This design comes from an exercise in tuning for small area, a short achievable clock period and few clock cycles per item on the open sky130 flow, not from production work. The RTL was checked by simulation tests, not by an equivalence proof against the original design.

==> flow/design.v (excerpt) <==
module pressure_rolling_average (
    input  logic         clk,
    input  logic         rst_n,
    input  logic         s_tvalid,
    output logic         s_tready,
    input  logic [15:0]  s_tdata,    
    output logic         m_tvalid,
    input  logic         m_tready,
    output logic [39:0]  m_tdata,    
    output logic         m_tuser,    
    input  logic         cfg_valid,
    output logic         cfg_ready,
    input  logic [1:0]   cfg_index,
    input  logic [12:0]  cfg_data
);
Size in the first run: about 5,200 cells after synthesis, about 80 I/O pins, about 59,000 um^2 of cells after synthesis.
Settings: LEC_CHECK=0, CAP_MARGIN=20, CORE_MARGIN=2, CORE_UTILIZATION=40, SETUP_SLACK_MARGIN=4.0, SLEW_MARGIN=20; clock period 8.5 ns.
run.sh (not shown) runs the stock make flow with config.mk's settings and CLKGATE_MAP_FILE= SYNTH_SCRIPT=/design/flow/synth_recipe.tcl, a recipe that flattens the netlist after the stock synthesis.
The starting point went through all stages and came out clean.
Testbench counts at the start, summed over its fixed seeds: cycles 5,923, items 4,835.
Then changed:
SETUP_SLACK_MARGIN = unset   (was 4.0)
Effect:
- cell area came out lower by about 16%
- die area does not change
- global-route usage came out lower by 1.8 points
- setup slack loses 1.4 ns
Then changed:
SETUP_SLACK_MARGIN = 3.3   (was unset)
Effect: First-iteration DRC count decreases by 2.0%. Final area goes up by 7.8%. Global-route usage goes up by 0.79 points. Register-to-register slack gains 1.6 ns. Critical path depth decreases by 1. Count of clock-buffer cells in the layout went down by 10.
Then changed:
SETUP_SLACK_MARGIN = 2.0   (was 3.3)
After rerunning:
- The new run passed the timing, design-rule and antenna checks
- utilization came out lower by 3.3 points
- worst setup slack gets worse by 0.72 ns
- hold slack degrades by 0.011 ns

* * *

Setup of willow:
Another version of the RTL of pressure_rolling_average (not shown whole).
Size in the first run: about 990 flip-flops, ~80 I/O pins.
Settings: LEC_CHECK=0, CAP_MARGIN=20, CORE_MARGIN=2, CORE_UTILIZATION=40, SETUP_SLACK_MARGIN=5.0, SLEW_MARGIN=20; clock period 8.5 ns.
Testbench counts of willow, summed over its fixed seeds: cycles 5,843, items 4,835.
Inputs modified between willow and juniper:
- SETUP_SLACK_MARGIN changed from 5.0 to 3.0
In summary, juniper completed successfully, with a layout that passed the timing, design-rule and antenna checks. Between willow and juniper, the flow reports non-clock buffer count decreasing by more than half. juniper can be clocked slower than willow. willow has a higher global-route track usage on met2 than juniper. Comparing juniper against willow, there is no change at all in multiplexer fraction of the synthesized cell area. Compare juniper and willow | routed wire length higher: willow. [compare] base=willow new=juniper: wire length per cell after detailed routing dropped about 12%, number of standard cells in the layout, taps in and fillers out decreased 703, global-route usage -3.2 points, filler cell count in the final layout picked up an extra 11%.
Inputs modified between juniper and garnet:
- changing SETUP_SLACK_MARGIN from 3.0 to 3.5
==> summary.txt <==
garnet ends up with a via count that is 0.82% higher than in juniper. Compare garnet and juniper | worst setup slack higher: garnet. A worst setup path startpoint of a_d1[12]$_DFFE_PN_ is what garnet shows, while m_tready belongs to juniper. In the flow results for garnet and juniper, the via count of the first global-routing pass is larger on garnet. Compared with juniper, in garnet register area share after synthesis level; length in cells of the worst reg-to-reg path saw an increase. Non-clock buffer count in the final layout (garnet vs. juniper) increases by more than a quarter. [garnet vs juniper] post-route met1 wirelength: lower in garnet. Relative to juniper, count of clock-net buffers in the final layout decreased by 5 in garnet. [garnet] post-cts sizing count rose 21 relative to juniper. garnet reports a higher final standard cell area without fillers than juniper does.
### garnet -> cedar
- SETUP_SLACK_MARGIN: 3.5 -> 4.2
Results
In the flow results for garnet and cedar, the area overhead of the layout relative to synthesis is smaller on garnet. Clock-buffer cell count (higher): cedar. Final period demand of the worst path: cedar vs garnet down 0.30 ns. Sort garnet and cedar by vias after detailed routing desc -> top: cedar. Compared with garnet, in cedar multi-input combinational cell area higher, worst-case register-to-register setup slack higher.

* * *

run A:
pressure_rolling_average with an RTL version that a note above also has.
Size: ~5200 cells after synthesis, roughly 80 I/O pins, ~59000 µm² of cells after synthesis.
==> flow/config.mk <==
export PLATFORM = sky130hd
export DESIGN_NAME = pressure_rolling_average
export DESIGN_NICKNAME = pressure_rolling_average
export VERILOG_FILES = /design/flow/design.v
export SDC_FILE = /design/flow/constraint.sdc
export NUM_CORES = 4
export LEC_CHECK = 0
export CAP_MARGIN = 20
export CORE_MARGIN = 2
export CORE_UTILIZATION = 40
export SETUP_SLACK_MARGIN = 3.0
export SLEW_MARGIN = 20
==> flow/constraint.sdc <==
create_clock -name core_clock -period 8.5 [get_ports {clk}]
set_input_delay 1.7000 -clock core_clock [delete_from_list [all_inputs] [get_ports {clk}]]
set_output_delay 1.7000 -clock core_clock [all_outputs]
set_load 0.01 [all_outputs]
Testbench counts of run A, summed over its fixed seeds: cycles 5,923, items 4,835.
Relative to run A, the following input files were edited for run B:
Settings: CORE_UTILIZATION changed from 40 to 55.
Notes after the runs:
The final layouts of run B and run A pass the timing, design-rule and antenna checks. Delta (run B minus run A): met2 track demand over resource higher, number of nets at the end of the flow increased by 0.80% relative to the old numbers. Run B ended up with m_tdata[23] as its critical path endpoint; run A ended up with m_tdata[27]. The higher peak clock frequency supported by timing of run B and run A is in run B. Relative to run A, the data required time of the worst path of run B is lower by 0.04 ns. For non-clock buffer count, dividing the value from run A by the value from run B gives 0.867.

==> port drivers added, routing unchanged <==
Ports are ideal in the flow. The routed layouts listed here were re-timed in OpenROAD. Step 1, drivers: a clkbuf_16 drives clk and a buf_2 each remaining input, both assumed. Step 2 times the ports against the registers' clock, not the clock port: input delays grow and output delays shrink by t, the midpoint of the rising clock arrivals with the driver on. Three values: ideal ports, drivers, drivers and shift; two values: the first two.
run | t, ns | slack for setup (ns) | worst setup path at the end | worst register clock-pin slew, ns
the first run of note 1 | 0.808 | 2.968 / 2.968 / 2.968 | register to register | 0.07 / 0.07
the second run of note 1 | 0.786 | 1.530 / 1.530 / 1.530 | register to register | 0.06 / 0.06
the third run of note 1 | 0.780 | 3.107 / 3.107 / 3.107 | register to register | 0.07 / 0.07
the fourth run of note 1 | 0.783 | 2.390 / 2.390 / 2.390 | register to register | 0.07 / 0.07
willow | 0.829 | 4.111 / 4.111 / 3.771 | input to register | 0.07 / 0.07
juniper | 0.832 | 3.275 / 3.328 / 2.496 | input to register | 0.07 / 0.07
garnet | 0.817 | 3.790 / 3.790 / 3.244 | input to register | 0.07 / 0.07
cedar | 0.825 | 4.087 / 4.087 / 3.485 | input to register | 0.07 / 0.07
run A | 0.789 | 2.963 / 2.963 / 2.963 | register to register | 0.07 / 0.07
run B | 0.761 | 2.982 / 2.982 / 2.982 | register to register | 0.07 / 0.07
After both steps setup and hold are still met in every run listed. For juniper, which loses most, drivers alone change the setup slack by +0.053 ns; drivers and shift together by -0.779 ns.
